Context: an optimization exercise on an open-source flow, tuned for small area, a short achievable clock period and few clock cycles. The choices shown serve that exercise and are no tape-out recipe. In this exercise RTL edits were held to simulation tests only and were not proved equivalent to the original. Power is estimated from default activity; no workload was simulated.

<file path="flow/run.sh">
#!/bin/bash
# synth_recipe.tcl (not shown) runs the flow's synth.tcl, then flattens the netlist and writes it again
# the make line also repeats each setting of config.mk as NAME=value (left out here)
make -C /OpenROAD-flow-scripts/flow DESIGN_CONFIG=/design/flow/config.mk WORK_HOME=/design/flow/orfs CLKGATE_MAP_FILE= SYNTH_SCRIPT=/design/flow/synth_recipe.tcl finish
</file>
<file path="flow/config.mk">
export PLATFORM = sky130hd
export DESIGN_NAME = exec_unit_top
export DESIGN_NICKNAME = exec_unit_top
export VERILOG_FILES = /design/flow/design.v
export SDC_FILE = /design/flow/constraint.sdc
export NUM_CORES = 4
export LEC_CHECK = 0
export CAP_MARGIN = 20
export CORE_MARGIN = 2
export CORE_UTILIZATION = 40
export SETUP_SLACK_MARGIN = 5
export SLEW_MARGIN = 20
</file>
<file path="flow/constraint.sdc">
create_clock -name core_clock -period 10.0 [get_ports {clk}]
set_input_delay 2.0000 -clock core_clock [delete_from_list [all_inputs] [get_ports {clk}]]
set_output_delay 2.0000 -clock core_clock [all_outputs]
set_load 0.01 [all_outputs]
</file>
<file path="flow/design.v">
package alu_pkg;
        localparam int xlen = 32;
        localparam int mul_latency = 2;
        localparam int div_latency = 33;
        typedef enum logic [4:0] {
                op_add    = 5'd0,
                op_sll    = 5'd1,
                op_slt    = 5'd2,
                op_sltu   = 5'd3,
                op_xor    = 5'd4,
                op_srl    = 5'd5,
                op_or     = 5'd6,
                op_and    = 5'd7,
                op_mul    = 5'd8,
                op_mulh   = 5'd9,
                op_mulhsu = 5'd10,
                op_mulhu  = 5'd11,
                op_div    = 5'd12,
                op_divu   = 5'd13,
                op_rem    = 5'd14,
                op_remu   = 5'd15,
                op_sub    = 5'd16,
                op_sra    = 5'd21,
                op_fwd    = 5'd24
        } alu_op_e;
        typedef struct packed {
                alu_op_e         op;
                logic [xlen-1:0] data1;
                logic [xlen-1:0] data2;
        } exec_req_t;
        typedef struct packed {
                logic zero;
                logic sign;
                logic sltu;
        } exec_flags_t;
        typedef struct packed {
                logic [xlen-1:0] result;
                exec_flags_t     flags;
        } exec_rsp_t;
endpackage
`timescale 1ns/1ps
module pfx_add #(
        parameter int W = 32
) (
        input  logic [W-1:0] a,
        input  logic [W-1:0] b,
        input  logic         cin,
        output logic [W-1:0] s,
        output logic         cout
);
        localparam int N = W + 1;           
        localparam int L = $clog2(N);
        logic [N*(L+1)-1:0] g;
        logic [N*(L+1)-1:0] p;
        always_comb begin
                g[0] = cin;
                p[0] = 1'b0;
                for (int i = 0; i < W; i++) begin
                        g[i+1] = a[i] & b[i];
                        p[i+1] = a[i] ^ b[i];
                end
                for (int l = 0; l < L; l++) begin
                        for (int i = 0; i < N; i++) begin
                                if (((i >> l) & 1) == 1) begin
                                        g[(l+1)*N+i] = g[l*N+i] | (p[l*N+i] & g[l*N+((i >> l) << l)-1]);
                                        p[(l+1)*N+i] = p[l*N+i] & p[l*N+((i >> l) << l)-1];
                                end else begin
                                        g[(l+1)*N+i] = g[l*N+i];
                                        p[(l+1)*N+i] = p[l*N+i];
                                end
                        end
                end
                for (int i = 0; i < W; i++) s[i] = p[i+1] ^ g[L*N+i];
                cout = g[L*N+W];
        end
endmodule
`timescale 1ns/1ps
module exec_unit_top (
        input  logic        clk,
        input  logic        reset,
        input  logic        start,
        input  logic [4:0]  op,
        input  logic [31:0] data1,
        input  logic [31:0] data2,
        output logic        busy,
        output logic        done,
        output logic [31:0] result,
        output logic        flag_zero,
        output logic        flag_sign,
        output logic        flag_sltu
);
        localparam logic [4:0] OP_ADD = 5'd0, OP_SLL = 5'd1, OP_SLT = 5'd2, OP_SLTU = 5'd3,
                OP_XOR = 5'd4, OP_SRL = 5'd5, OP_OR = 5'd6, OP_AND = 5'd7, OP_MUL = 5'd8,
                OP_MULH = 5'd9, OP_MULHSU = 5'd10, OP_MULHU = 5'd11, OP_DIV = 5'd12,
                OP_DIVU = 5'd13, OP_REM = 5'd14, OP_REMU = 5'd15, OP_SUB = 5'd16,
                OP_SRA = 5'd21, OP_FWD = 5'd24;
        logic        res_q;       
        logic        mul_q;       
        logic        dal_q;       
        logic        dit_q;       
        logic        fix_q;       
        logic [4:0]  cnt_q;       
        logic [8:0]  tsel_q;      
        logic [5:0]  bctl_q;      
        logic        hi_q;        
        logic        mext_q;      
        logic        pext_q;      
        logic        rem_q;       
        logic        negq_q;      
        logic        negr_q;      
        logic        osel_acc_q;  
        logic        osel_hi_q;   
        logic [2:0]  flags_q;
        logic [31:0] x_q;
        logic [31:0] y_q;
        logic [63:0] acc_q;
        logic        accept;
        assign busy = mul_q | dal_q | dit_q | fix_q;
        assign accept = start & ~busy;
        assign done = res_q;
        assign result = osel_acc_q ? (osel_hi_q ? acc_q[63:32] : acc_q[31:0]) : x_q;
        assign flag_zero = flags_q[2];
        assign flag_sign = flags_q[1];
        assign flag_sltu = flags_q[0];
        logic        in_mul;
        logic        in_div;
        logic        in_sub;
        logic        in_dsigned;
        logic        in_rem;
        logic        in_neg1;
        logic        in_neg2;
        logic        in_bzero;
        assign in_mul = (op[4:2] == 3'b010);
        assign in_div = (op[4:2] == 3'b011);
        assign in_sub = op[4];
        assign in_dsigned = ~op[0];
        assign in_rem = op[1];
        assign in_neg1 = in_dsigned & data1[31];
        assign in_neg2 = in_dsigned & data2[31];
        assign in_bzero = (data2 == 32'b0);
        logic [31:0] neg_src;
        logic [31:0] neg_out;
        logic [31:0] abs2;
        assign neg_src = fix_q ? (rem_q ? x_q : acc_q[31:0]) : data1;
        assign neg_out = -neg_src;
        assign abs2 = in_neg2 ? -data2 : data2;
        logic [31:0] sh_src;
        logic [31:0] sh_r;
        logic [31:0] sh_l;
        logic [4:0]  sh_amt;
        logic        sh_fill;
        logic [31:0] d1_rev;
        logic [31:0] y_rev;
        logic [5:0]  al_s;
        logic        al_neg;
        always_comb begin
                for (int i = 0; i < 32; i++) begin
                        d1_rev[i] = data1[31-i];
                        y_rev[i] = y_q[31-i];
                end
        end
        assign sh_src = dal_q ? y_rev : ((op == OP_SLL) ? d1_rev : data1);
        assign sh_fill = ~dal_q & (op == OP_SRA) & data1[31];
        assign sh_amt = dal_q ? al_s[4:0] : data2[4:0];
        assign sh_r = 32'($signed({sh_fill, sh_src}) >>> sh_amt);
        always_comb begin
                for (int i = 0; i < 32; i++) sh_l[i] = sh_r[31-i];
        end
        logic [31:0] sum;
        logic        lt_s;
        logic        lt_u;
        pfx_add #(.W(32)) u_add (
                .a    (data1),
                .b    (in_sub ? ~data2 : data2),
                .cin  (in_sub),
                .s    (sum),
                .cout ()
        );
        assign lt_u = (data1 < data2);
        assign lt_s = (data1[31] ^ data2[31]) ? data1[31] : lt_u;
        function automatic logic [36:0] ext37(input logic [32:0] v);
                ext37 = {{3{v[32]}}, v, 1'b0};
        endfunction
        function automatic logic [8:0] pair_groups(input logic [32:0] v);
                logic [33:0] e;
                logic [8:0]  g;
                e = {1'b0, v} ^ {v, 1'b0};
                for (int t = 0; t < 9; t++) g[t] = 1'b0;
                for (int i = 0; i < 33; i++) g[i / 4] = g[i / 4] | e[i];
                pair_groups = g;
        endfunction
        function automatic logic [8:0] top_group(input logic [8:0] g);
                logic [8:0] t;
                logic       above;
                above = 1'b0;
                for (int k = 8; k >= 0; k--) begin
                        t[k] = g[k] & ~above;
                        above = above | g[k];
                end
                top_group = t;
        endfunction
        function automatic logic [4:0] pick_window(input logic [36:0] e, input logic [8:0] sel);
                logic [4:0] w;
                w = 5'b0;
                for (int t = 0; t < 9; t++) w = w | (e[4*t +: 5] & {5{sel[t]}});
                pick_window = w;
        endfunction
        function automatic logic [5:0] booth_enc(input logic [4:0] w);
                logic [2:0] h;
                logic [2:0] l;
                h = w[4:2];
                l = w[2:0];
                booth_enc = {h[1] ^ h[0], h[2] ? (~h[1] & ~h[0]) : (h[1] & h[0]), h[2],
                             l[1] ^ l[0], l[2] ? (~l[1] & ~l[0]) : (l[1] & l[0]), l[2]};
        endfunction
        logic        in_ext1;
        logic        in_ext2;
        logic [32:0] in_v1;
        logic [32:0] in_v2;
        logic [8:0]  in_g1;
        logic [8:0]  in_g2;
        logic [8:0]  in_t1;
        logic [8:0]  in_t2;
        logic [8:0]  in_g1_ge;
        logic        in_sw;
        logic        in_mzero;
        logic [5:0]  in_b1;
        logic [5:0]  in_b2;
        assign in_ext1 = (op != OP_MULHU) & data1[31];
        assign in_ext2 = ((op == OP_MUL) | (op == OP_MULH)) & data2[31];
        assign in_v1 = {in_ext1, data1};
        assign in_v2 = {in_ext2, data2};
        assign in_g1 = pair_groups(in_v1);
        assign in_g2 = pair_groups(in_v2);
        assign in_t1 = top_group(in_g1);
        assign in_t2 = top_group(in_g2);
        assign in_b1 = booth_enc(pick_window(ext37(in_v1), in_t1));
        assign in_b2 = booth_enc(pick_window(ext37(in_v2), in_t2));
        always_comb begin
                for (int k = 0; k < 9; k++) begin
                        in_g1_ge[k] = 1'b0;
                        for (int j = k; j < 9; j++) in_g1_ge[k] = in_g1_ge[k] | in_g1[j];
                end
        end
        assign in_sw = |(in_t2 & ~in_g1_ge);
        assign in_mzero = ~(|in_g1) | ~(|in_g2);
        logic [32:0] mcand;
        logic [34:0] m2;
        logic [33:0] sel_hi;
        logic [33:0] sel_lo;
        logic [33:0] row_hi;
        logic [33:0] row_lo;
        logic [63:0] acc_next;
        logic [8:0]  tsel_next;
        logic [5:0]  bctl_next;
        assign mcand = {mext_q, x_q};
        assign m2 = {mext_q, mcand, 1'b0};   
        always_comb begin
                for (int i = 0; i < 34; i++) begin
                        sel_hi[i] = (bctl_q[5] & m2[i+1]) | (bctl_q[4] & m2[i]);
                        sel_lo[i] = (bctl_q[2] & m2[i+1]) | (bctl_q[1] & m2[i]);
                end
        end
        assign row_hi = sel_hi ^ {34{bctl_q[3]}};
        assign row_lo = sel_lo ^ {34{bctl_q[0]}};
        logic [63:0] csa_a;
        logic [63:0] csa_b;
        logic [63:0] csa_c;
        logic [63:0] csa_s;
        logic [63:0] csa_k;
        assign csa_a = {acc_q[59:0], 1'b0, bctl_q[3], 1'b0, bctl_q[0]};
        assign csa_b = {{28{row_hi[33]}}, row_hi, 2'b0};
        assign csa_c = {{30{row_lo[33]}}, row_lo};
        assign csa_s = csa_a ^ csa_b ^ csa_c;
        assign csa_k = (csa_a & csa_b) | (csa_a & csa_c) | (csa_b & csa_c);
        pfx_add #(.W(64)) u_macc (
                .a    (csa_s),
                .b    ({csa_k[62:0], 1'b0}),
                .cin  (1'b0),
                .s    (acc_next),
                .cout ()
        );
        assign tsel_next = {1'b0, tsel_q[8:1]};
        assign bctl_next = booth_enc(pick_window(ext37({pext_q, y_q}), tsel_next));
        function automatic logic [5:0] clz32(input logic [31:0] v);
                logic [5:0] n;
                n = 6'd32;
                for (int i = 0; i < 32; i++) begin
                        if (v[i]) n = 6'(31 - i);
                end
                clz32 = n;
        endfunction
        logic [31:0] d_diff;
        logic        d_ge;
        logic [31:0] d_rem;
        logic        d_neg;
        assign al_s = {1'b0, clz32(y_q)} - {1'b0, clz32(x_q)};
        assign al_neg = al_s[5];
        pfx_add #(.W(32)) u_sub (
                .a    (x_q),
                .b    (~y_q),
                .cin  (1'b1),
                .s    (d_diff),
                .cout (d_ge)
        );
        assign d_rem = d_ge ? d_diff : x_q;
        assign d_neg = rem_q ? negr_q : negq_q;
        logic        s_sum;
        logic        s_shr;
        logic        s_shl;
        logic        s_xor;
        logic        s_or;
        logic        s_and;
        logic        s_d1;
        logic        s_d2;
        logic        s_neg;
        logic        s_ones;
        logic        s_slt;
        logic        s_sltu;
        logic        s_rem;
        logic        s_hold;
        logic [31:0] x_next;
        logic        in_alu;
        assign in_alu = ~in_mul & ~in_div;
        always_comb begin
                s_sum  = accept & in_alu & ((op == OP_ADD) | (op == OP_SUB));
                s_shr  = accept & in_alu & ((op == OP_SRL) | (op == OP_SRA));
                s_shl  = accept & in_alu & (op == OP_SLL);
                s_xor  = accept & in_alu & (op == OP_XOR);
                s_or   = accept & in_alu & (op == OP_OR);
                s_and  = accept & in_alu & (op == OP_AND);
                s_slt  = accept & in_alu & (op == OP_SLT);
                s_sltu = accept & in_alu & (op == OP_SLTU);
                s_d2   = accept & ((in_alu & (op == OP_FWD)) | (in_mul & in_sw));
                s_d1   = accept & ((in_mul & ~in_sw) | (in_div & ((in_bzero & in_rem) | (~in_bzero & ~in_neg1))));
                s_ones = accept & in_div & in_bzero & ~in_rem;
                s_neg  = (accept & in_div & ~in_bzero & in_neg1) | fix_q;
                s_rem  = ~accept & dit_q;
                s_hold = ~accept & ~dit_q & ~fix_q;
        end
        always_comb begin
                x_next = ({32{s_sum}} & sum)
                       | ({32{s_shr}} & sh_r)
                       | ({32{s_shl}} & sh_l)
                       | ({32{s_xor}} & (data1 ^ data2))
                       | ({32{s_or}} & (data1 | data2))
                       | ({32{s_and}} & (data1 & data2))
                       | ({32{s_d1}} & data1)
                       | ({32{s_d2}} & data2)
                       | ({32{s_neg}} & neg_out)
                       | {32{s_ones}}
                       | {31'b0, (s_slt & lt_s) | (s_sltu & lt_u)}
                       | ({32{s_rem}} & d_rem)
                       | ({32{s_hold}} & x_q);
        end
        always_ff @(posedge clk) begin
                if (reset) begin
                        res_q <= 1'b0;
                        mul_q <= 1'b0;
                        dal_q <= 1'b0;
                        dit_q <= 1'b0;
                        fix_q <= 1'b0;
                end else begin
                        res_q <= 1'b0;
                        if (accept) begin
                                if (in_mul) begin
                                        mul_q <= ~in_mzero;
                                        res_q <= in_mzero;
                                end else if (in_div) begin
                                        dal_q <= ~in_bzero;
                                        res_q <= in_bzero;
                                end else begin
                                        res_q <= 1'b1;
                                end
                        end
                        if (mul_q && tsel_q[0]) begin
                                mul_q <= 1'b0;
                                res_q <= 1'b1;
                        end
                        if (dal_q) begin
                                dal_q <= 1'b0;
                                if (al_neg) begin
                                        fix_q <= rem_q & negr_q;
                                        res_q <= ~(rem_q & negr_q);
                                end else begin
                                        dit_q <= 1'b1;
                                end
                        end
                        if (dit_q && cnt_q == 5'd0) begin
                                dit_q <= 1'b0;
                                fix_q <= d_neg;
                                res_q <= ~d_neg;
                        end
                        if (fix_q) begin
                                fix_q <= 1'b0;
                                res_q <= 1'b1;
                        end
                end
        end
        always_ff @(posedge clk) begin
                x_q <= x_next;
                if (accept) begin
                        flags_q <= {data1 == data2, lt_s, lt_u};
                        acc_q <= 64'b0;
                        hi_q <= (op[1:0] != 2'b00);
                        rem_q <= in_rem;
                        negq_q <= in_dsigned & (data1[31] ^ data2[31]);
                        negr_q <= in_neg1;
                        mext_q <= in_sw ? in_ext2 : in_ext1;
                        pext_q <= in_sw ? in_ext1 : in_ext2;
                        tsel_q <= in_sw ? in_t1 : in_t2;
                        bctl_q <= in_sw ? in_b1 : in_b2;
                        osel_acc_q <= in_mul & in_mzero;
                        osel_hi_q <= 1'b0;
                        if (in_mul) y_q <= in_sw ? data1 : data2;
                        else y_q <= abs2;
                end else if (mul_q) begin
                        acc_q <= acc_next;
                        tsel_q <= tsel_next;
                        bctl_q <= bctl_next;
                        osel_acc_q <= 1'b1;
                        osel_hi_q <= hi_q;
                end else if (dal_q) begin
                        y_q <= sh_l;
                        cnt_q <= al_s[4:0];
                        osel_acc_q <= ~rem_q;
                end else if (dit_q) begin
                        acc_q[31:0] <= {acc_q[30:0], d_ge};
                        y_q <= {1'b0, y_q[31:1]};
                        cnt_q <= cnt_q - 5'd1;
                        osel_acc_q <= ~rem_q;
                end else if (fix_q) begin
                        osel_acc_q <= 1'b0;
                end
        end
endmodule
</file>
==> results of run 1 <==
-- power breakdown --
group | switching [mW] | internal (mW)
logic | 2.64 | 1.88
registers | 0.249 | 0.808
clock network | 0.347 | 0.368
total | 3.24 | 3.05
-- cell usage in the layout (no fill, tap or decap), types with 36 or more instances in the layout --
cell / n
buf_4: 274
nand2_1: 265
ha_1: 255
nor2_1: 212
a21oi_1: 212
o21ai_0: 195
mux2i_1: 146
inv_1: 137
xnor2_1: 130
a22oi_1: 126
nand3_1: 94
dfxtp_1: 88
xor2_1: 84
fa_1: 70
edfxtp_1: 61
buf_6: 59
clkdlybuf4s50_1: 50
nor3_1: 48
buf_12: 46
a21o_1: 36
-- flip-flops by register name (all words and copies together), names as in the netlist, 3 cells and up --
name     count
x_q         32
tsel_q       9
cnt_q        5
bctl_q       6
y_q         32
acc_q       64
flags_q      3
-- cell usage after synthesis (34+ instances only) --
master    count  area, um^2
a211oi_1     38         285
a21o_1       39         293
a21oi_1     242        1210
a221oi_1     49         429
a22oi_1     134        1010
a31oi_1      63         394
clkbuf_1    198         743
dfxtp_1     102        2040
edfxtp_1     61        1830
fa_1         73        1460
ha_1        273        3420
inv_1       168         631
mux2_2       42         473
mux2i_1     172        1720
nand2_1     295        1110
nand3_1      96         480
nand4_1      34         213
nor2_1      236         886
nor3_1       56         280
nor4_1       38         238
o211ai_1     35         263
o21ai_0     234        1170
xnor2_1     134        1170
xor2_1       91         797
-- kinds of logic (layout without fill, tap and decap cells) --
family / Yosys count / in the layout
AO/OA/AOI/OAI: 1100 / 1101
XOR/XNOR: 225 / 225
adder cells (fa/ha/maj): 346 / 346
buffers and inverters: 430 / 680
flip-flops: 163 / 163
multiplexers: 234 / 236
AND/OR/NAND/NOR: 922 / 924
-- worst register-to-register path, cell delays in order, from the launching register on --
cell and delay (ns):
edfxtp_1 0.46, buf_6 0.16, nor2_4 0.11, o311ai_4 0.10
a311oi_2 0.36, o31ai_2 0.10, a211oi_1 0.22, o31ai_1 0.11
a211oi_1 0.27, nor3_1 0.09, nor3_1 0.24, nor3_2 0.10
fa_2 0.46, xor2_4 0.25, buf_4 0.17, buf_12 0.11
mux2i_4 0.10, buf_6 0.18, nor2_1 0.13, a21oi_1 0.09
mux2_4 0.32, o21ai_2 0.17, buf_6 0.18, o2bb2ai_4 0.10
a211oi_4 0.49, o21ai_4 0.18
-- area by class of cell --
| cell class | instances | area (um^2) | share of cell area, % |
|---|---|---|---|
| repair buffers | 478 | 4750 | 13.6 |
| clock buffers | 20 | 437 | 1.25 |
| multi-input cells | 2832 | 24000 | 68.6 |
| inverters | 170 | 682 | 1.95 |
| well taps | 864 | 1080 | 3.09 |
| clock inverters | 12 | 131 | 0.376 |
| flip-flops and latches | 163 | 3900 | 11.2 |
-- routing by layer --
metal  part of all wire [%]  track usage [%]
met1                     38             52.4
met2                     42             60.9
met3                     11             11.5
met4                    9.1             30.5
met5                  0.028           0.0693
-- worst min-delay path by stage --
stage	startpoint	end
after floorplan	hi_q	osel_hi_q
after global placement	hi_q	osel_hi_q
after detailed placement	hi_q	osel_hi_q
after CTS	hi_q	osel_hi_q
after global routing	hi_q	osel_hi_q
final	hi_q	osel_hi_q
-- what timing repair did --
item / in CTS / in global routing
setup endpoints to repair: 102 / 93
setup buffers: 169 / 93
hold endpoints to repair: 0 / 0
gates cloned: 7 / 1
pin swaps: 115 / 121
resized for setup: 702 / 257
==> impl_metrics.toml, run 1 <==
[status]
status = "no timing/DRC/antenna violations"

[global_route]
grt_max_degree = 74
grt_pass1_vias = 28400
overflow = 0
grt_use_total_pct = 41.7
antenna_found_initial = 5
grt_pass1_wl_um = 209000

[cts]
ctsHoldBuffers = 0
root_buffer = "clkbuf_16"
clk_pin_slew_ns = 0.08
cts_tree = "yes"
worstSkewPairLatency_ns = 0.51
clockBufferDepth = 2
numCtsBuffers = 17
cts.sinks = 163
cts_htree_levels = 4

[synthesis]
yosys_warnings = 3
muxShareOfSynthArea_pct = 9.47
syn-num-nets = 3838
synth-edff-count = 61
synthSimpleGateAreaFrac_pct = 16.6
synth_compound_area_share_pct = 27.3
syn-instance-count = 3420
ys_types = 94
syn_avg_cell_area_um2 = 7.80
synth_seq_cells = 163
synth_xor_area_share_pct = 7.39
ys.flop_type = "dfxtp_1"
yosysSeqAreaShare_pct = 14.5
synth_top_family_by_area = "compound AO/OA/AOI/OAI gates"
synthAdderAreaFrac_pct = 18.3
synthArstFlopShare_pct = 0
syn_area_mm2 = 0.0267

[floorplan]
dieArea_mm2 = 0.0688
io_pins = 109
die_w_um = 262
initial_core_util_pct = 40.5
coreArea_mm2 = 0.0659
die_h_um = 262
rows = 94

[worst_setup_path]
reg2reg_depth = 25
critical_path_class = "flop to flop"
critical_path.top_delay_family = "compound AO/OA/AOI/OAI gates"
crit_path_end = "x_q[5]"
critPathRequiredTime_ns = 10.35
worst_ep_arrival_time_ns = 5.74
critPathLaunch = "y_q[1]"
reg2reg_from = "y_q[1]"
cp_slowest_cell = "a211oi_4"
r2r_slack_ns = 4.61
worstSetupEndpointType = "flop"
rr_endpoint = "x_q[5]"
crit_fanout = 6
path_buf_inv = 5
worst-path-stages = 25
cp-start-kind = "flop"
slowest_delay_ns = 0.49
cp_common_cell = "buf_6"

[layout]
n_fill_cell = 6305
fin_cells = 4539
nets = 4080
drive_above_1_share_pct = 25.2
design_area_mm2 = 0.0349
fin_util_pct = 53.0
syn2layout_area_growth_pct = 31.0
n_antenna_cell = 0

[drt]
drtIter0Drc = 4079
vias_per_cell = 6.74
post_drt_wl_per_cell_um = 32.8
vias = 30600
ant_nets = 0
drt-total-wl_um = 149000
drc = 0
drt_pass1_iterations = 10

[power_and_ir_drop]
p_per_area_mw_per_mm2 = 180
leakagePower_nw = 14.0
power.total_mw = 6.29
ir_worst_vdd_mv = 0.149

[placement]
placed_cells = 4237
port_buffers = 108
dpl_worst_slack_ns = 2.56
dpl-instance-area_mm2 = 0.0289
hpwlAfterDp_um = 108000
place_congestion = 1.10

[sta]
max_freq_mhz = 186
whs_ns = 0.449
finalHoldViolations = 0
max_slew_margin_pct = 20.6
layout_min_cycle_time_ns = 5.39
finalSetupTns_ns = 0
setup-violations-final = 0
grt_setup_unrepaired = "true"
fin_ws_ns = 4.61
report.final.slew_viol_count = 0
fin_crit_sh_pct = 53.9
tightest_slew_ns = 1.19
skew_ns = 0.0153

[worst_hold_path]
whs_path_depth = 2
hold_path.class = "flop to flop"

[job]
cap_violations = 0
Testbench counts, summed over its fixed seeds: cycles 12,245.
==> inputs of run 2 (changes only) <==
--- a/flow/design.v
+++ b/flow/design.v
@@ -112,7 +112,7 @@
         logic        osel_hi_q;   
         logic [2:0]  flags_q;
         logic [31:0] x_q;
-        logic [31:0] y_q;
+        logic [33:0] y_q;         
         logic [63:0] acc_q;
         logic        accept;
         assign busy = mul_q | dal_q | dit_q | fix_q;
@@ -141,30 +141,43 @@
         logic [31:0] neg_src;
         logic [31:0] neg_out;
         logic [31:0] abs2;
-        assign neg_src = fix_q ? (rem_q ? x_q : acc_q[31:0]) : data1;
-        assign neg_out = -neg_src;
-        assign abs2 = in_neg2 ? -data2 : data2;
-        logic [31:0] sh_src;
-        logic [31:0] sh_r;
-        logic [31:0] sh_l;
+        assign neg_src = fix_q ? (rem_q ? acc_q[63:32] : acc_q[31:0]) : data1;
+        logic [31:0] neg2;
+        pfx_add #(.W(32)) u_neg1 (
+                .a    (~neg_src),
+                .b    (32'b0),
+                .cin  (1'b1),
+                .s    (neg_out),
+                .cout ()
+        );
+        pfx_add #(.W(32)) u_neg2 (
+                .a    (~data2),
+                .b    (32'b0),
+                .cin  (1'b1),
+                .s    (neg2),
+                .cout ()
+        );
+        assign abs2 = in_neg2 ? neg2 : data2;
+        logic [33:0] sh_src;
+        logic [33:0] sh_r;
+        logic [33:0] sh_l;
         logic [4:0]  sh_amt;
         logic        sh_fill;
         logic [31:0] d1_rev;
         logic [31:0] y_rev;
-        logic [5:0]  al_s;
-        logic        al_neg;
+        logic [4:0]  dsh;         
         always_comb begin
                 for (int i = 0; i < 32; i++) begin
                         d1_rev[i] = data1[31-i];
                         y_rev[i] = y_q[31-i];
                 end
         end
-        assign sh_src = dal_q ? y_rev : ((op == OP_SLL) ? d1_rev : data1);
+        assign sh_src = {dal_q ? y_rev : ((op == OP_SLL) ? d1_rev : data1), 2'b00};
         assign sh_fill = ~dal_q & (op == OP_SRA) & data1[31];
-        assign sh_amt = dal_q ? al_s[4:0] : data2[4:0];
-        assign sh_r = 32'($signed({sh_fill, sh_src}) >>> sh_amt);
+        assign sh_amt = dal_q ? dsh : data2[4:0];
+        assign sh_r = 34'($signed({sh_fill, sh_src}) >>> sh_amt);
         always_comb begin
-                for (int i = 0; i < 32; i++) sh_l[i] = sh_r[31-i];
+                for (int i = 0; i < 34; i++) sh_l[i] = sh_r[33-i];
         end
         logic [31:0] sum;
         logic        lt_s;
@@ -281,29 +294,71 @@
                 .cout ()
         );
         assign tsel_next = {1'b0, tsel_q[8:1]};
-        assign bctl_next = booth_enc(pick_window(ext37({pext_q, y_q}), tsel_next));
+        assign bctl_next = booth_enc(pick_window(ext37({pext_q, y_q[31:0]}), tsel_next));
         function automatic logic [5:0] clz32(input logic [31:0] v);
-                logic [5:0] n;
-                n = 6'd32;
-                for (int i = 0; i < 32; i++) begin
-                        if (v[i]) n = 6'(31 - i);
+                logic [15:0] v0;
+                logic [15:0] c0;
+                logic [7:0]  v1;
+                logic [15:0] c1;
+                logic [3:0]  v2;
+                logic [11:0] c2;
+                logic [1:0]  v3;
+                logic [7:0]  c3;
+                logic [4:0]  c4;
+                for (int i = 0; i < 16; i++) begin
+                        v0[i] = v[2*i+1] | v[2*i];
+                        c0[i] = ~v[2*i+1];
+                end
+                for (int i = 0; i < 8; i++) begin
+                        v1[i] = v0[2*i+1] | v0[2*i];
+                        c1[2*i +: 2] = v0[2*i+1] ? {1'b0, c0[2*i+1]} : {1'b1, c0[2*i]};
                 end
-                clz32 = n;
+                for (int i = 0; i < 4; i++) begin
+                        v2[i] = v1[2*i+1] | v1[2*i];
+                        c2[3*i +: 3] = v1[2*i+1] ? {1'b0, c1[2*(2*i+1) +: 2]} : {1'b1, c1[2*(2*i) +: 2]};
+                end
+                for (int i = 0; i < 2; i++) begin
+                        v3[i] = v2[2*i+1] | v2[2*i];
+                        c3[4*i +: 4] = v2[2*i+1] ? {1'b0, c2[3*(2*i+1) +: 3]} : {1'b1, c2[3*(2*i) +: 3]};
+                end
+                c4 = v3[1] ? {1'b0, c3[7:4]} : {1'b1, c3[3:0]};
+                clz32 = (v3[1] | v3[0]) ? {1'b0, c4} : 6'd32;
         endfunction
         logic [31:0] d_diff;
         logic        d_ge;
         logic [31:0] d_rem;
         logic        d_neg;
-        assign al_s = {1'b0, clz32(y_q)} - {1'b0, clz32(x_q)};
-        assign al_neg = al_s[5];
-        pfx_add #(.W(32)) u_sub (
-                .a    (x_q),
+        logic        in_early;
+        logic [5:0]  cla_q;       
+        logic [5:0]  clb_q;       
+        logic [6:0]  al_dsh;
+        assign al_dsh = {1'b0, clb_q} - {1'b0, cla_q} + {6'b0, negr_q};
+        assign dsh = al_dsh[5] ? 5'd31 : al_dsh[4:0];
+        logic [31:0] in_ax;
+        logic [31:0] in_bx;
+        logic [32:0] in_za;       
+        logic [31:0] in_hit;
+        assign in_ax = data1 ^ {32{in_neg1}};
+        assign in_bx = data2 ^ {32{in_neg2}};
+        always_comb begin
+                in_za[32] = 1'b1;
+                for (int j = 31; j >= 0; j--) in_za[j] = in_za[j+1] & ~in_ax[j];
+                for (int k = 0; k < 32; k++) begin
+                        if (k == 0) in_hit[k] = in_bx[k] & in_za[k] & ~in_neg1;
+                        else in_hit[k] = in_bx[k] & (in_neg1 ? in_za[k-1] : in_za[k]);
+                end
+        end
+        assign in_early = |in_hit;
+        logic [33:0] d_diff34;
+        pfx_add #(.W(34)) u_sub (
+                .a    ({2'b00, acc_q[63:32]}),
                 .b    (~y_q),
                 .cin  (1'b1),
-                .s    (d_diff),
+                .s    (d_diff34),
                 .cout (d_ge)
         );
-        assign d_rem = d_ge ? d_diff : x_q;
+        assign d_diff = d_diff34[31:0];
+        assign d_rem = d_ge ? d_diff : acc_q[63:32];
         assign d_neg = rem_q ? negr_q : negq_q;
         logic        s_sum;
         logic        s_shr;
@@ -313,11 +368,8 @@
         logic        s_and;
         logic        s_d1;
         logic        s_d2;
-        logic        s_neg;
-        logic        s_ones;
         logic        s_slt;
         logic        s_sltu;
-        logic        s_rem;
         logic        s_hold;
         logic [31:0] x_next;
         logic        in_alu;
@@ -332,25 +384,19 @@
                 s_slt  = accept & in_alu & (op == OP_SLT);
                 s_sltu = accept & in_alu & (op == OP_SLTU);
                 s_d2   = accept & ((in_alu & (op == OP_FWD)) | (in_mul & in_sw));
-                s_d1   = accept & ((in_mul & ~in_sw) | (in_div & ((in_bzero & in_rem) | (~in_bzero & ~in_neg1))));
-                s_ones = accept & in_div & in_bzero & ~in_rem;
-                s_neg  = (accept & in_div & ~in_bzero & in_neg1) | fix_q;
-                s_rem  = ~accept & dit_q;
-                s_hold = ~accept & ~dit_q & ~fix_q;
+                s_d1   = accept & ((in_mul & ~in_sw) | in_div);
+                s_hold = ~accept;
         end
         always_comb begin
                 x_next = ({32{s_sum}} & sum)
-                       | ({32{s_shr}} & sh_r)
-                       | ({32{s_shl}} & sh_l)
+                       | ({32{s_shr}} & sh_r[33:2])
+                       | ({32{s_shl}} & sh_l[31:0])
                        | ({32{s_xor}} & (data1 ^ data2))
                        | ({32{s_or}} & (data1 | data2))
                        | ({32{s_and}} & (data1 & data2))
                        | ({32{s_d1}} & data1)
                        | ({32{s_d2}} & data2)
-                       | ({32{s_neg}} & neg_out)
-                       | {32{s_ones}}
                        | {31'b0, (s_slt & lt_s) | (s_sltu & lt_u)}
-                       | ({32{s_rem}} & d_rem)
                        | ({32{s_hold}} & x_q);
         end
         always_ff @(posedge clk) begin
@@ -367,8 +413,8 @@
                                         mul_q <= ~in_mzero;
                                         res_q <= in_mzero;
                                 end else if (in_div) begin
-                                        dal_q <= ~in_bzero;
-                                        res_q <= in_bzero;
+                                        dal_q <= ~in_bzero & ~in_early;
+                                        res_q <= in_bzero | in_early;
                                 end else begin
                                         res_q <= 1'b1;
                                 end
@@ -379,12 +425,7 @@
                         end
                         if (dal_q) begin
                                 dal_q <= 1'b0;
-                                if (al_neg) begin
-                                        fix_q <= rem_q & negr_q;
-                                        res_q <= ~(rem_q & negr_q);
-                                end else begin
-                                        dit_q <= 1'b1;
-                                end
+                                dit_q <= 1'b1;
                         end
                         if (dit_q && cnt_q == 5'd0) begin
                                 dit_q <= 1'b0;
@@ -401,7 +442,6 @@
                 x_q <= x_next;
                 if (accept) begin
                         flags_q <= {data1 == data2, lt_s, lt_u};
-                        acc_q <= 64'b0;
                         hi_q <= (op[1:0] != 2'b00);
                         rem_q <= in_rem;
                         negq_q <= in_dsigned & (data1[31] ^ data2[31]);
@@ -410,27 +450,34 @@
                         pext_q <= in_sw ? in_ext1 : in_ext2;
                         tsel_q <= in_sw ? in_t1 : in_t2;
                         bctl_q <= in_sw ? in_b1 : in_b2;
-                        osel_acc_q <= in_mul & in_mzero;
-                        osel_hi_q <= 1'b0;
-                        if (in_mul) y_q <= in_sw ? data1 : data2;
-                        else y_q <= abs2;
+                        if (in_div) begin
+                                acc_q[63:32] <= (in_neg1 & ~in_bzero) ? neg_out : data1;
+                                acc_q[31:0] <= in_bzero ? 32'hffff_ffff : 32'b0;
+                        end else begin
+                                acc_q <= 64'b0;
+                        end
+                        osel_acc_q <= in_mul | (in_div & ~(in_early & in_rem));
+                        osel_hi_q <= in_rem;
+                        if (in_mul) y_q <= {2'b00, in_sw ? data1 : data2};
+                        else y_q <= {2'b00, abs2};
+                        cla_q <= clz32(data1 ^ {32{in_neg1}});
+                        clb_q <= clz32(data2 ^ {32{in_neg2}});
                 end else if (mul_q) begin
                         acc_q <= acc_next;
                         tsel_q <= tsel_next;
                         bctl_q <= bctl_next;
-                        osel_acc_q <= 1'b1;
                         osel_hi_q <= hi_q;
                 end else if (dal_q) begin
                         y_q <= sh_l;
-                        cnt_q <= al_s[4:0];
-                        osel_acc_q <= ~rem_q;
+                        cnt_q <= dsh;
                 end else if (dit_q) begin
+                        acc_q[63:32] <= d_rem;
                         acc_q[31:0] <= {acc_q[30:0], d_ge};
-                        y_q <= {1'b0, y_q[31:1]};
+                        y_q <= {1'b0, y_q[33:1]};
                         cnt_q <= cnt_q - 5'd1;
-                        osel_acc_q <= ~rem_q;
                 end else if (fix_q) begin
-                        osel_acc_q <= 1'b0;
+                        if (rem_q) acc_q[63:32] <= neg_out;
+                        else acc_q[31:0] <= neg_out;
                 end
         end
 endmodule
==> run 2 against run 1 <==
Still clean on timing, DRC and antenna. Combinational power fell by 12%. Cell count rose by 7.7%. Critical path depth fell by 10. Synthesized area rose by 11%. Worst setup slack improved by 0.24 ns. Utilization fell by 2.9 points. Final area rose by 4.8%. Largest cell class unchanged.
==> impl_metrics.toml, run 2 <==
[status]
status = "no timing/DRC/antenna violations"

[worst_setup_path]
slowest_delay_ns = 0.65
worst_ep_arrival_time_ns = 5.43
critPathLaunch = "data2[31]"
cp-start-kind = "primary input"
cp_slowest_cell = "a222oi_1"
critical_path_class = "primary input to flop"
worstSetupEndpointType = "flop"
path_buf_inv = 4
critical_path.top_delay_family = "compound AO/OA/AOI/OAI gates"
critical_path.cell_chain = "buf_8 -> buf_12 -> clkinv_8 -> ha_4 -> or4_4 -> a22o_1 -> a222oi_1 -> nand2_1 -> a221oi_2 -> a21boi_2 -> inv_1 -> ha_2 -> mux2_4 -> o211ai_1 -> o21ai_1"
reg2reg_from = "bctl_q[5]"
crit_fanout = 5
critPathRequiredTime_ns = 10.28

[cts]
ctsHoldBuffers = 0
cts_htree_levels = 4
cts_tree = "yes"
clk_pin_slew_ns = 0.10
clockBufferDepth = 2
root_buffer = "clkbuf_16"
numCtsBuffers = 17
worstSkewPairLatency_ns = 0.54
cts.sinks = 177

[global_route]
busiest_layer = "met2"
grt_pass1_wl_um = 231000
grt_use_total_pct = 42.4
grt_pass1_vias = 31500
grt_max_degree = 74
use_met1_pct = 52.3
overflow = 0
antenna_found_initial = 7
met2_usage_pct = 61.2
use_met3_pct = 13.5

[synthesis]
synth_area_leader_cell = "edfxtp_1"
yosys_warnings = 4
ys_top_cells_by_count = "a21oi_1 (353), nand2_1 (317), ha_1 (285), nor2_1 (263), clkbuf_1 (214)"
syn_avg_cell_area_um2 = 7.89
synth_xor_area_share_pct = 7.13
syn-num-nets = 4178
synthSimpleGateAreaFrac_pct = 16.0
synth_seq_cells = 177
syn_area_mm2 = 0.0296
syn-instance-count = 3749
synthAdderAreaFrac_pct = 16.9
yosys.cell_count.top_type = "a21oi_1"
muxShareOfSynthArea_pct = 7.66
synth_compound_area_share_pct = 29.4
ys.flop_type = "edfxtp_1"
synthTopCellsByArea = "edfxtp_1 (14%), ha_1 (12%), a21oi_1 (6.0%), mux2i_1 (5.5%), fa_1 (4.9%)"
yosysTopAreaCellShare_pct = 14.2
ys_types = 102
synth_top_family_by_area = "compound AO/OA/AOI/OAI gates"
synth-edff-count = 140
yosysSeqAreaShare_pct = 16.7
synthArstFlopShare_pct = 0

[sta]
max_freq_mhz = 194
finalSetupTns_ns = 0
fin_crit_sh_pct = 51.5
grt_setup_unrepaired = "true"
report.final.slew_viol_count = 0
layout_min_cycle_time_ns = 5.15
max_slew_margin_pct = 22.3
setup-violations-final = 0
finalHoldViolations = 0
tightest_slew_ns = 1.16
skew_ns = 0.0199

[layout]
final_cell_mix = "a21oi_1 (321), nand2_1 (312), ha_1 (270)"
drive_above_1_share_pct = 19.8
nets = 4346
syn2layout_area_growth_pct = 23.9
final_common_cell = "a21oi_1"
largest_register_ffs = 64
largest_registers = "acc_q (64), y_q (34), x_q (32)"
regMostFlops = "acc_q"

[drt]
vias = 34600
drtIter0Drc = 5752
drc = 0
post_drt_wl_per_cell_um = 33.9
drt_pass1_iterations = 12
vias_per_cell = 7.08
ant_nets = 0
drt-total-wl_um = 166000

[worst_hold_path]
hold_path.class = "flop to flop"
hp-start = "hi_q"

[floorplan]
coreArea_mm2 = 0.0731
die_h_um = 276
rows = 99
io_pins = 109
dieArea_mm2 = 0.0761
die_w_um = 276
initial_core_util_pct = 40.5

[power_and_ir_drop]
leakagePower_nw = 14.4
power.total_mw = 5.85
ir_worst_vdd_mv = 0.150
p_per_area_mw_per_mm2 = 160

[placement]
hpwlAfterDp_um = 119000
place_congestion = 1.11
port_buffers = 108

[job]
cap_violations = 0
## run 2: changes by cell type after synthesis, sizes merged, moves of 17 or more
cell	change
o21ai	-22
dfxtp	-65
o211ai	+17
nand2	+20
nor3	+30
nor2	+28
a21oi	+112
mux2i	-17
a31oi	-23
a22oi	-18
edfxtp	+79
a211oi	+36
## run 2: power breakdown
part | total (mW) | switching, mW | internal [mW] | leakage, nW
Clock | 0.744 | 0.410 | 0.334 | 0.290
Combinational | 3.99 | 2.39 | 1.61 | 12.4
Sequential | 1.12 | 0.209 | 0.907 | 1.70
Total | 5.85 | 3.00 | 2.85 | 14.4
## run 2: worst reg2reg max path: stages, from the launching register on
cell and delay, ns:
edfxtp_1 0.51, buf_8 0.22, o21ai_4 0.27, xnor2_4 0.12, buf_12 0.18, fa_1 0.53, ha_1 0.37, a21oi_1 0.15
o21bai_1 0.12, a221oi_2 0.37, nand3_1 0.12, a221o_1 0.36, or2_2 0.39, a221oi_4 0.32, o21bai_1 0.11, xor2_1 0.18
a221o_1 0.38
## run 2: routing by layer
layer	routed length [um]	share of wire [%]
met5	95	0.057
met4	16200	9.7
met3	21100	13
met2	67800	41
met1	60700	37
## run 2: cells by family (layout without fill, tap and decap cells)
family,after synthesis,count (layout)
multiplexers,218,218
other,0,1
XOR/XNOR,239,239
adder cells (fa/ha/maj),357,357
AO/OA/AOI/OAI,1296,1296
AND/OR/NAND/NOR,998,1001
buffers and inverters,464,642
flip-flops,177,177
## run 2: area by class of cell
type | count | area [um^2]
Antenna cell | 1 | 2.50
Clock buffer | 17 | 425
Clock inverter | 15 | 163
Fill cell | 7108 | 36500
Inverter | 181 | 813
Multi-Input combinational cell | 3111 | 24800
Sequential cell | 177 | 4950
Tap cell | 959 | 1200
Timing Repair Buffer | 429 | 4260
## run 2: what timing repair did
| action | CTS | global route |
|---|---|---|
| hold endpoints to repair | 0 | 0 |
| buffers inserted | 111 | 85 |
| gates cloned | 12 | 2 |
| gates resized for setup | 417 | 260 |
| setup endpoints to repair | 136 | 95 |
| pin swaps | 47 | 53 |
## run 2: worst paths after layout
kind / endpoint / slack, ns / depth (start not counted)
setup / recovery: bctl_q[4] / 4.85 / 15
hold / removal: osel_hi_q / 0.60 / 2
setup reg to reg: acc_q[57] / 5.03 / 16
hold reg to reg: osel_hi_q / 0.60 / 2
## run 2: metrics by stage
step / cells / instance area [um^2] / hold WS (ns) / utilization, % / setup WS, ns
after floorplan: 3749 / 29800 / 0.492 / - / 4.90
after global placement: 4645 / 31800 / 0.546 / 43.5 / 2.71
after detailed placement: 4646 / 31800 / 0.555 / 43.5 / 2.82
after CTS: 4801 / 34800 / 0.583 / 47.6 / 4.97
after global routing: 4889 / 36600 / 0.594 / 50.1 / 4.88
final: 4890 / 36600 / 0.596 / 50.1 / 4.85
Testbench counts of run 2, summed over its fixed seeds: cycles 12,117.
==> inputs of run 3 (changes only) <==
==> flow/flow/run.sh (new file) <==
#!/bin/bash
# Layout flow: the standard layout (standard.sh, all ORFS steps unchanged)
# with one difference: the port buffers that global placement inserts on every
# input and output are sky130_fd_sc_hd__buf_2 instead of the delay cell that
# buffer_ports picks by default.  The make output goes to standard.log; each
# ORFS step keeps its own log under orfs/logs/.
set -euo pipefail
bash standard.sh "BUFFER_PORTS_ARGS=-buffer_cell sky130_fd_sc_hd__buf_2" finish > standard.log 2>&1
==> flow/standard.sh (new file) <==
#!/bin/bash
# synth_recipe.tcl (not shown) runs the flow's synth.tcl, then flattens the netlist and writes it again
# the make line also repeats each setting of config.mk as NAME=value (left out here)
make -C /OpenROAD-flow-scripts/flow DESIGN_CONFIG=/design/flow/config.mk WORK_HOME=/design/flow/orfs CLKGATE_MAP_FILE= SYNTH_SCRIPT=/design/flow/synth_recipe.tcl "${@:-finish}"
removed: flow/run.sh
==> run 3 against run 2 <==
Cell count fell by 2.9%. Worst setup slack got worse by 0.0012 ns. Synthesized area did not move. First-iteration DRC count fell by 21%. Final area fell by 7.9%. Non-clock buffer count fell by 141. Flip-flop and latch count did not move. Die area did not move.
==> impl_metrics.toml, run 3 <==
[worst_setup_path]
crit_fanout = 9
reg2reg_depth = 17
cp_common_cell = "o221ai_1"
critical_path.cell_chain = "buf_2 -> clkinvlp_4 -> o32ai_1 -> a32oi_1 -> o221ai_1 -> a221oi_1 -> o211ai_1 -> a311oi_2 -> o221ai_1 -> buf_4 -> o41ai_1 -> a31oi_1"
worst-path-stages = 12
critical_path.top_delay_family = "compound AO/OA/AOI/OAI gates"
r2r_slack_ns = 5.04
cp_slowest_cell = "o221ai_1"
path_buf_inv = 3
worstSetupEndpointType = "flop"
slowest_delay_ns = 0.57
rr_endpoint = "acc_q[32]"
critPathLaunch = "data1[0]"
crit_path_end = "res_q"
worst_ep_arrival_time_ns = 5.59
critical_path_class = "primary input to flop"
critPathRequiredTime_ns = 10.43
cp-start-kind = "primary input"
reg2reg_from = "bctl_q[4]"

[layout]
n_fill_cell = 7376
final_common_cell = "a21oi_1"
nets = 4204
fin_cells = 4750
drive_above_1_share_pct = 16.1
largest_register_ffs = 64
fin_util_pct = 46.1
final_cell_mix = "a21oi_1 (336), nand2_1 (315), ha_1 (275)"
multi_input_area_mm2 = 0.0239
regArea_mm2 = 0.00495
regMostFlops = "acc_q"
largest_registers = "acc_q (64), y_q (34), x_q (32)"
syn2layout_area_growth_pct = 14.0

[drt]
ant_nets = 0
drc = 0
vias = 33200
drt_pass1_iterations = 8
drt-total-wl_um = 163000
drtIter0Drc = 4532
vias_per_cell = 7.00
post_drt_wl_per_cell_um = 34.3

[job]
cap_violations = 0

[global_route]
antenna_found_initial = 9
grt_pass1_wl_um = 224000
grt_max_degree = 76
grt_use_total_pct = 41.3
overflow = 0
grt_pass1_vias = 30300

[sta]
max_slew_margin_pct = 18.8
layout_min_cycle_time_ns = 5.15
grt_setup_unrepaired = "true"
report.final.slew_viol_count = 0
skew_ns = 0.0151
tightest_slew_ns = 1.21
setup-violations-final = 0
max_freq_mhz = 194
finalSetupTns_ns = 0
finalHoldViolations = 0
fin_crit_sh_pct = 51.5

[placement]
port_buffers = 108
place_congestion = 1.09
placed_cells = 4633
hpwlAfterDp_um = 123000

[cts]
root_buffer = "clkbuf_16"
cts_htree_levels = 4
numCtsBuffers = 17
clk_pin_slew_ns = 0.07
cts.sinks = 177
ctsHoldBuffers = 0
cts_tree = "yes"
clockBufferDepth = 2
worstSkewPairLatency_ns = 0.52

[floorplan]
initial_core_util_pct = 40.5
io_pins = 109
rows = 99
dieArea_mm2 = 0.0761
die_w_um = 276
coreArea_mm2 = 0.0731
die_h_um = 276

[synthesis]
synth_seq_cells = 177
syn-num-nets = 4178
synthTopCellsByArea = "edfxtp_1 (14%), ha_1 (12%), a21oi_1 (6.0%), mux2i_1 (5.5%), fa_1 (4.9%)"
yosys.cell_count.top_type = "a21oi_1"
syn_area_mm2 = 0.0296
ys.flop_type = "edfxtp_1"
syn-instance-count = 3749
synthArstFlopShare_pct = 0
syn_avg_cell_area_um2 = 7.89
synth-edff-count = 140
yosysSeqAreaShare_pct = 16.7
yosys_warnings = 4
synth_area_leader_cell = "edfxtp_1"
ys_top_cells_by_count = "a21oi_1 (353), nand2_1 (317), ha_1 (285), nor2_1 (263), clkbuf_1 (214)"
ys_types = 102
yosysTopAreaCellShare_pct = 14.2

[power_and_ir_drop]
power.total_mw = 5.76
p_per_area_mw_per_mm2 = 171
ir_worst_vdd_mv = 0.151
leakagePower_nw = 13.4

[worst_hold_path]
hold_path.class = "flop to flop"
whs_path_depth = 2

[status]
status = "no timing/DRC/antenna violations"
==> run 3: cell counts after synthesis <==
Identical to the previous run, type by type.
==> run 3: cells by family (layout without fill, tap and decap cells) <==
group	after synthesis	count (layout)	share of synthesized area [%]
compound gates	1296	1296	29.4
buf+inv	464	501	6.16
xor+xnor	239	239	7.13
other cells	0	3	0
mux	218	218	7.66
simple gates	998	1000	16.0
flops	177	177	16.7
fa+ha+maj	357	357	16.9
==> run 3: layout make-up <==
| class | instances | area share [%] |
|---|---|---|
| Antenna cell | 3 | 0.0223 |
| Sequential cell | 177 | 14.7 |
| Timing Repair Buffer | 288 | 6.71 |
| Tap cell | 959 | 3.56 |
| Inverter | 181 | 2.30 |
| Multi-Input combinational cell | 3110 | 71.0 |
| Clock buffer | 19 | 1.31 |
| Clock inverter | 13 | 0.382 |
==> run 3: layer usage <==
metal | track usage (%) | part of all wire (%) | up-vias
li1 | - | - | 14200
met1 | 51.6 | 38 | 16000
met2 | 61.2 | 42 | 2414
met3 | 10.3 | 11 | 652
met4 | 31.4 | 9.4 | 10
met5 | 0 | 0.064 | -
==> run 3: through the flow <==
stage | worst slack, ns | hold WS, ns | cell area (um^2)
after CTS | 4.98 | 0.578 | 32700
after floorplan | 4.90 | 0.492 | 29800
after global routing | 4.94 | 0.599 | 33700
after detailed placement | 3.42 | 0.560 | 31200
final | 4.85 | 0.581 | 33700
after global placement | 3.46 | 0.559 | 31200
==> run 3: worst min path at each step <==
stage / from / to / slack [ns]
floorplan: hi_q / osel_hi_q / 0.49
global placement: hi_q / osel_hi_q / 0.56
detailed placement: hi_q / osel_hi_q / 0.56
CTS: hi_q / osel_hi_q / 0.58
global route: hi_q / osel_hi_q / 0.60
finish: hi_q / osel_hi_q / 0.58
==> run 3: repair_timing <==
action,CTS,global route
endpoints found under the setup margin,126,85
hold endpoints to repair,0,0
gates resized for setup,137,151
gates cloned,1,4
pin swaps,9,26
buffers inserted,38,39
==> run 3: worst register-to-register path, stage by stage (launching register included) <==
cell and delay (ns):
edfxtp_1 0.48, buf_12 0.21, a22oi_1 0.28, xnor2_1 0.17, fa_1 0.45, ha_1 0.37, and4_1 0.24, and3_1 0.28
a32oi_2 0.36, o21a_1 0.25, nand2_1 0.17, a21o_1 0.25, a21oi_4 0.25, fa_2 0.27, xor2_2 0.29, nand2_1 0.10
o311ai_0 0.14, o21ai_0 0.13
==> run 3: where the power goes <==
group	internal, mW	total (mW)	switching [mW]
logic	1.52	3.91	2.39
clock network	0.355	0.732	0.377
registers	0.907	1.11	0.207
==> inputs of run 4 (changes only) <==
--- a/flow/design.v
+++ b/flow/design.v
@@ -105,6 +105,7 @@
         logic        hi_q;        
         logic        mext_q;      
         logic        pext_q;      
+        logic        sw_q;        
         logic        rem_q;       
         logic        negq_q;      
         logic        negr_q;      
@@ -266,7 +267,7 @@
         logic [63:0] acc_next;
         logic [8:0]  tsel_next;
         logic [5:0]  bctl_next;
-        assign mcand = {mext_q, x_q};
+        assign mcand = {mext_q, sw_q ? y_q[31:0] : x_q};
         assign m2 = {mext_q, mcand, 1'b0};   
         always_comb begin
                 for (int i = 0; i < 34; i++) begin
@@ -294,7 +295,7 @@
                 .cout ()
         );
         assign tsel_next = {1'b0, tsel_q[8:1]};
-        assign bctl_next = booth_enc(pick_window(ext37({pext_q, y_q[31:0]}), tsel_next));
+        assign bctl_next = booth_enc(pick_window(ext37({pext_q, sw_q ? x_q : y_q[31:0]}), tsel_next));
         function automatic logic [5:0] clz32(input logic [31:0] v);
                 logic [15:0] v0;
                 logic [15:0] c0;
@@ -383,8 +384,8 @@
                 s_and  = accept & in_alu & (op == OP_AND);
                 s_slt  = accept & in_alu & (op == OP_SLT);
                 s_sltu = accept & in_alu & (op == OP_SLTU);
-                s_d2   = accept & ((in_alu & (op == OP_FWD)) | (in_mul & in_sw));
-                s_d1   = accept & ((in_mul & ~in_sw) | in_div);
+                s_d2   = accept & in_alu & (op == OP_FWD);
+                s_d1   = accept & (in_mul | in_div);
                 s_hold = ~accept;
         end
         always_comb begin
@@ -448,6 +449,7 @@
                         negr_q <= in_neg1;
                         mext_q <= in_sw ? in_ext2 : in_ext1;
                         pext_q <= in_sw ? in_ext1 : in_ext2;
+                        sw_q <= in_sw;
                         tsel_q <= in_sw ? in_t1 : in_t2;
                         bctl_q <= in_sw ? in_b1 : in_b2;
                         if (in_div) begin
@@ -458,7 +460,7 @@
                         end
                         osel_acc_q <= in_mul | (in_div & ~(in_early & in_rem));
                         osel_hi_q <= in_rem;
-                        if (in_mul) y_q <= {2'b00, in_sw ? data1 : data2};
+                        if (in_mul) y_q <= {2'b00, data2};
                         else y_q <= {2'b00, abs2};
                         cla_q <= clz32(data1 ^ {32{in_neg1}});
                         clb_q <= clz32(data2 ^ {32{in_neg2}});
--- a/flow/config.mk
+++ b/flow/config.mk
@@ -5,6 +5,7 @@
 export SDC_FILE = /design/flow/constraint.sdc
 export NUM_CORES = 4
 export LEC_CHECK = 0
+export ABC_AREA = 1
 export CAP_MARGIN = 20
 export CORE_MARGIN = 2
 export CORE_UTILIZATION = 40
==> run 4 against run 3 <==
Still clean on timing, DRC and antenna. Sequential share of layout area is 0.45 points higher. Clock skew is 0.0035 ns higher. Cell count is 18% higher. Clock-buffer cell count is 1 higher. Final area is 2.5% lower. Critical path type unchanged. Critical endpoint is now bctl_q[0].
==> impl_metrics.toml, run 4 <==
[global_route]
busiest_layer = "met2"
grt_pass1_vias = 32900
grt_max_degree = 65
met2_usage_pct = 68.3
grt_pass1_wl_um = 246000
overflow = 0
grt_use_total_pct = 44.9
use_met3_pct = 9.63
use_met1_pct = 56.0
antenna_found_initial = 12

[sta]
report.final.slew_viol_count = 0
max_slew_margin_pct = 24.7
skew_ns = 0.0186
setup-violations-final = 0
layout_min_cycle_time_ns = 5.04
tightest_slew_ns = 1.12
fin_crit_sh_pct = 50.4
grt_setup_unrepaired = "true"
finalSetupTns_ns = 0
max_freq_mhz = 199
finalHoldViolations = 0

[synthesis]
synthTopCellsByArea = "edfxtp_1 (14%), nand2_1 (13%), ha_1 (12%), nand3_1 (7.4%), o21ai_0 (7.0%)"
ys_top_cells_by_count = "nand2_1 (1,012), inv_1 (482), nand3_1 (438), o21ai_0 (413), nor2_1 (334)"
ys.flop_type = "edfxtp_1"
synth_seq_cells = 178
syn-num-nets = 5005
yosysTopAreaCellShare_pct = 14.3
yosys_warnings = 4
ys_types = 67
syn-instance-count = 4576
syn_avg_cell_area_um2 = 6.49
synth_area_leader_cell = "edfxtp_1"
syn_area_mm2 = 0.0297
yosysSeqAreaShare_pct = 16.8
synth-edff-count = 141
synthArstFlopShare_pct = 0
yosys.cell_count.top_type = "nand2_1"

[worst_setup_path]
critical_path_class = "primary input to flop"
crit_path_end = "bctl_q[0]"
cp-start-kind = "primary input"
reg2reg_from = "sw_q"
critPathLaunch = "data1[16]"
worst_ep_arrival_time_ns = 5.25
worstSetupEndpointType = "flop"
rr_endpoint = "acc_q[32]"
reg2reg_depth = 19
crit_fanout = 9
critPathRequiredTime_ns = 10.22
r2r_slack_ns = 5.17

[cts]
clockBufferDepth = 2
cts_tree = "yes"
cts_htree_levels = 4
worstSkewPairLatency_ns = 0.51
numCtsBuffers = 17
clk_pin_slew_ns = 0.08
cts.sinks = 178
root_buffer = "clkbuf_16"

[drt]
drtIter0Drc = 5090
post_drt_wl_per_cell_um = 31.6
vias = 35900
vias_per_cell = 6.41
drc = 0
drt_pass1_iterations = 6
drt-total-wl_um = 177000
ant_nets = 0

[floorplan]
die_w_um = 276
die_h_um = 276
coreArea_mm2 = 0.0732
initial_core_util_pct = 40.6
io_pins = 109
dieArea_mm2 = 0.0764
rows = 99

[status]
status = "no timing/DRC/antenna violations"

[placement]
hpwlAfterDp_um = 137000
port_buffers = 108
place_congestion = 1.10

[layout]
regArea_mm2 = 0.00498
final_cell_mix = "nand2_1 (1,006), inv_1 (456), nand3_1 (434)"
final_common_cell = "nand2_1"
largest_registers = "acc_q (64), y_q (34), x_q (32)"
n_fill_cell = 7883
nets = 5050
largest_register_ffs = 64
fin_util_pct = 44.9
regMostFlops = "acc_q"
multi_input_area_mm2 = 0.0223
drive_above_1_share_pct = 10.3
syn2layout_area_growth_pct = 10.7

[power_and_ir_drop]
leakagePower_nw = 15.0
p_per_area_mw_per_mm2 = 177
ir_worst_vdd_mv = 0.131

[job]
cap_violations = 0

[worst_hold_path]
hold_path.class = "flop to flop"
run 4: how the worst min path moves through the flow:
stage / to / cells after the start / start / slack, ns
5_1_grt: mul_q / 2 / tsel_q[0] / 0.61
3_3_place_gp: mul_q / 2 / tsel_q[0] / 0.55
3_5_place_dp: mul_q / 2 / tsel_q[0] / 0.55
6_report: mul_q / 2 / tsel_q[0] / 0.57
4_1_cts: mul_q / 2 / tsel_q[0] / 0.56
2_1_floorplan: osel_hi_q / 2 / hi_q / 0.50
run 4: kinds of logic after synthesis:
group,count (synthesis),share of synthesized area (%)
buf+inv,729,9.90
compound gates,1143,22.3
xor+xnor,172,5.10
flops,178,16.8
simple gates,1997,29.1
fa+ha+maj,357,16.9
run 4: metal layers:
metal  up-vias  share of wire, %
met5         -             0.041
met4        10               8.9
met3       598                11
met2      2616                43
met1     16900                37
li1      15800                 -
run 4: critical path: stages:
cell	delay [ns]
buf_2	0.46
clkinvlp_4	0.46
nand3_1	0.24
o32ai_1	0.13
nand2_1	0.10
nor2_1	0.06
nand2_1	0.12
nor2_2	0.08
nand2_2	0.13
nor2_4	0.06
nand2_1	0.10
nor2_1	0.06
nor3_2	0.33
nand2_2	0.22
nor2_4	0.30
nand2_1	0.11
nand3_1	0.14
o21ai_1	0.13
run 4: repair_timing:
item,4_1_cts,5_1_grt
gates cloned,2,3
buffers inserted,8,41
pin swaps,2,6
resized for setup,77,126
setup endpoints to repair,155,128
hold buffers,0,0
run 4: metrics by stage:
step	hold slack (ns)	power (mW)	instances	setup WS [ns]	area, um^2
after global routing	0.612	6.24	5595	4.91	32900
after detailed placement	0.548	4.80	5507	3.59	31200
after floorplan	0.500	3.58	4576	5.00	29700
after CTS	0.563	5.61	5549	5.00	32100
final	0.566	5.82	5601	4.96	32900
after global placement	0.550	4.78	5504	3.50	31100
run 4: final cells by class:
cell class | instances | share of cell area [%]
multi-input combinational | 3670 | 67.9
sequential | 178 | 15.1
inverter | 510 | 6.11
timing repair buffer | 243 | 5.31
tap | 959 | 3.65
clock buffer | 20 | 1.36
clock inverter | 12 | 0.392
antenna | 8 | 0.0609
timing repair inverter | 1 | 0.0228
run 4: power by group:
group / leakage (nW) / internal (mW) / switching [mW]
Combinational: 13.0 / 1.31 / 2.66
Sequential: 1.70 / 0.919 / 0.177
Clock: 0.287 / 0.377 / 0.373
Testbench counts of run 4, summed over its fixed seeds: cycles 12,117.
==> inputs of run 5 (changes only) <==
--- a/flow/design.v
+++ b/flow/design.v
@@ -358,8 +358,19 @@
                 .s    (d_diff34),
                 .cout (d_ge)
         );
+        logic [33:0] d_diffh34;
+        logic        d_geh;       
+        logic        d_two;       
+        pfx_add #(.W(34)) u_subh (
+                .a    ({2'b00, acc_q[63:32]}),
+                .b    (~{1'b0, y_q[33:1]}),
+                .cin  (1'b1),
+                .s    (d_diffh34),
+                .cout (d_geh)
+        );
+        assign d_two = ~d_ge & (cnt_q != 5'd0);
         assign d_diff = d_diff34[31:0];
-        assign d_rem = d_ge ? d_diff : acc_q[63:32];
+        assign d_rem = d_ge ? d_diff : ((d_two & d_geh) ? d_diffh34[31:0] : acc_q[63:32]);
         assign d_neg = rem_q ? negr_q : negq_q;
         logic        s_sum;
         logic        s_shr;
@@ -428,7 +439,7 @@
                                 dal_q <= 1'b0;
                                 dit_q <= 1'b1;
                         end
-                        if (dit_q && cnt_q == 5'd0) begin
+                        if (dit_q && (cnt_q == 5'd0 || (d_two && cnt_q == 5'd1))) begin
                                 dit_q <= 1'b0;
                                 fix_q <= d_neg;
                                 res_q <= ~d_neg;
@@ -474,9 +485,15 @@
                         cnt_q <= dsh;
                 end else if (dit_q) begin
                         acc_q[63:32] <= d_rem;
-                        acc_q[31:0] <= {acc_q[30:0], d_ge};
-                        y_q <= {1'b0, y_q[33:1]};
-                        cnt_q <= cnt_q - 5'd1;
+                        if (d_two) begin
+                                acc_q[31:0] <= {acc_q[29:0], 1'b0, d_geh};
+                                y_q <= {2'b0, y_q[33:2]};
+                                cnt_q <= cnt_q - 5'd2;
+                        end else begin
+                                acc_q[31:0] <= {acc_q[30:0], d_ge};
+                                y_q <= {1'b0, y_q[33:1]};
+                                cnt_q <= cnt_q - 5'd1;
+                        end
                 end else if (fix_q) begin
                         if (rem_q) acc_q[63:32] <= neg_out;
                         else acc_q[31:0] <= neg_out;
==> run 5 against run 4 <==
Power grew 7.0%. Hold slack lost 0.061 ns. Critical path type unchanged. Critical endpoint is now x_q[2]. Combinational power grew about 10%.
==> impl_metrics.toml, run 5 <==
[drt]
drc = 0
drt_pass1_iterations = 6
post_drt_wl_per_cell_um = 28.8
ant_nets = 0
drtIter0Drc = 5977
vias_per_cell = 6.26
drt-total-wl_um = 175000
vias = 38100

[cts]
numCtsBuffers = 17
clockBufferDepth = 2
cts_htree_levels = 4
cts.sinks = 178
root_buffer = "clkbuf_16"
cts_tree = "yes"
clk_pin_slew_ns = 0.09
worstSkewPairLatency_ns = 0.53
ctsHoldBuffers = 0

[global_route]
grt_pass1_vias = 34100
antenna_found_initial = 6
grt_use_total_pct = 41.5
overflow = 0
grt_pass1_wl_um = 245000
grt_max_degree = 97

[sta]
skew_ns = 0.0213
fin_crit_sh_pct = 49.5
grt_setup_unrepaired = "true"
report.final.slew_viol_count = 0
setup-violations-final = 0
max_slew_margin_pct = 24.5
max_freq_mhz = 202
tightest_slew_ns = 1.12
finalHoldViolations = 0
layout_min_cycle_time_ns = 4.95
finalSetupTns_ns = 0
fin_ws_ns = 5.05

[floorplan]
die_h_um = 286
rows = 103
dieArea_mm2 = 0.0820
coreArea_mm2 = 0.0790
initial_core_util_pct = 40.3
io_pins = 109
die_w_um = 286

[synthesis]
syn-num-nets = 5476
synthArstFlopShare_pct = 0
ys_types = 67
synth_area_leader_cell = "nand2_1"
syn-instance-count = 5009
ys_top_cells_by_count = "nand2_1 (1,244), inv_1 (542), nand3_1 (503), o21ai_0 (463), a21oi_1 (327)"
yosys.cell_count.top_type = "nand2_1"
syn_avg_cell_area_um2 = 6.36
synthTopCellsByArea = "nand2_1 (15%), edfxtp_1 (13%), ha_1 (13%), nand3_1 (7.9%), o21ai_0 (7.3%)"
yosysSeqAreaShare_pct = 15.6
yosysTopAreaCellShare_pct = 14.6
syn_area_mm2 = 0.0319
ys.flop_type = "edfxtp_1"
synth_seq_cells = 178
synth-edff-count = 141
yosys_warnings = 4

[layout]
largest_registers = "acc_q (64), y_q (34), x_q (32)"
multi_input_area_mm2 = 0.0242
final_common_cell = "nand2_1"
largest_register_ffs = 64
fin_util_pct = 44.4
regMostFlops = "acc_q"
regArea_mm2 = 0.00498
nets = 5492
final_cell_mix = "nand2_1 (1,241), inv_1 (508), nand3_1 (499)"
n_antenna_cell = 0
drive_above_1_share_pct = 8.97
n_fill_cell = 8521
syn2layout_area_growth_pct = 9.94

[worst_setup_path]
slowest_delay_ns = 0.38
crit_fanout = 65
worst_ep_arrival_time_ns = 5.27
cp_slowest_cell = "clkbuf_8"
critical_path_class = "primary input to flop"
worstSetupEndpointType = "flop"
critPathRequiredTime_ns = 10.32
critical_path.cell_chain = "buf_2 -> buf_12 -> nor2_1 -> nand2_2 -> clkbuf_8 -> a21oi_1 -> o21ai_0 -> and2_1 -> inv_1 -> o21ai_0 -> o21ai_0 -> nand2_1 -> nand3_1 -> nand2_1 -> nand2_1 -> nand3_1 -> nand3_1"
cp-start-kind = "primary input"
reg2reg_depth = 18

[power_and_ir_drop]
p_per_area_mw_per_mm2 = 178
ir_worst_vdd_mv = 0.151
leakagePower_nw = 16.3

[status]
status = "no timing/DRC/antenna violations"

[placement]
place_congestion = 1.08
hpwlAfterDp_um = 133000
dpl_worst_slack_ns = 4.00
port_buffers = 108

[worst_hold_path]
hold_path.class = "flop to flop"
whs_path_depth = 3

[job]
cap_violations = 0
[run 5: repair_timing]
item,in CTS,in global routing
gates cloned,1,3
gates resized for setup,65,153
setup endpoints to repair,174,166
buffers inserted,18,42
pin swaps,1,2
[run 5: final timing paths]
path                  start         to  slack, ns
setup / recovery      op[4]     x_q[2]       5.05
hold / removal    tsel_q[0]      mul_q       0.50
setup reg to reg    y_q[17]  acc_q[17]       5.16
hold reg to reg   tsel_q[0]      mul_q       0.50
[run 5: metal layers]
metal / vias up / share of wire (%) / global-route usage, %
li1: 17100 / - / -
met1: 17700 / 39 / 54.4
met2: 2746 / 40 / 59.4
met3: 552 / 14 / 11.7
met4: 2 / 7.8 / 27.0
met5: - / 0.0068 / 0
[run 5: metrics by stage]
step / area (um^2) / hold slack [ns] / cells / power, mW
finish: 35000 / 0.504 / 6088 / 6.23
global route: 35000 / 0.529 / 6088 / 6.69
CTS: 34200 / 0.511 / 6042 / 5.95
detailed placement: 33300 / 0.503 / 5991 / 5.13
global placement: 33300 / 0.497 / 5991 / 5.11
floorplan: 31900 / 0.482 / 5009 / 3.91
[run 5: layout make-up]
| class | count | share of cell area [%] |
|---|---|---|
| Inverter | 568 | 6.48 |
| Timing Repair Buffer | 233 | 4.81 |
| Clock inverter | 14 | 0.346 |
| Tap cell | 1050 | 3.75 |
| Clock buffer | 18 | 1.22 |
| Timing Repair inverter | 3 | 0.0500 |
| Sequential cell | 178 | 14.2 |
| Multi-Input combinational cell | 4024 | 69.1 |
[run 5: power by group]
| part | switching (mW) | internal, mW |
|---|---|---|
| Combinational | 2.89 | 1.50 |
| Clock | 0.413 | 0.328 |
| Sequential | 0.174 | 0.926 |
[run 5: worst max-delay path: cells and delay by family]
kind                   cells  cell delay (ns)
AOI/OAI and AO/OA          4             0.73
buffers and inverters      4             0.80
and+or+nand+nor            9             1.63
[run 5: cells by family after synthesis]
| family | Yosys count | share of synthesized area [%] |
|---|---|---|
| and+or+nand+nor | 2235 | 30.2 |
| AOI/OAI and AO/OA | 1193 | 21.4 |
| buffers and inverters | 807 | 9.95 |
| adders and majority gates | 395 | 17.3 |
| xor gates and xnor gates | 201 | 5.55 |
| DFF | 178 | 15.6 |
Testbench counts of run 5, summed over its fixed seeds: cycles 11,044.

port drivers added, routing unchanged:
Ports are ideal in the flow. The routed layouts listed here were re-timed in OpenROAD.
Step 1 sets driving cells, clkbuf_16 on the clock port and buf_2 on the other inputs (assumed; they add their load-dependent delay and slew).
Step 2 adds t to the input delays and takes it off the output delays; t is the mean of the earliest and latest rising clock arrival at the registers after step 1. Input paths then give back, and output paths get back, about the clock's delay inside the block.
Three values: ideal, step 1, step 2; two values: the first two.
| run | t, ns | setup slack, ns | worst hold slack (ns) | worst setup path at the end | pins driven straight from the clock port |
|---|---|---|---|---|---|
| run 1 | 0.571 | 4.611 / 4.611 / 4.189 | 0.449 / 0.449 / 0.449 | input to register | 1 |
| run 2 | 0.604 | 4.849 / 4.876 / 4.272 | 0.596 / 0.596 / 0.596 | input to register | 1 |
| run 3 | 0.589 | 4.847 / 4.899 / 4.311 | 0.581 / 0.581 / 0.581 | input to register | 1 |
| run 4 | 0.574 | 4.964 / 4.997 / 4.423 | 0.566 / 0.566 / 0.566 | input to register | 1 |
| run 5 | 0.583 | 5.051 / 5.086 / 4.503 | 0.504 / 0.504 / 0.504 | input to register | 1 |
After both steps every run listed still meets setup and hold. For run 2, which loses most, drivers alone change the setup slack by +0.027 ns; drivers and shift together by -0.577 ns.
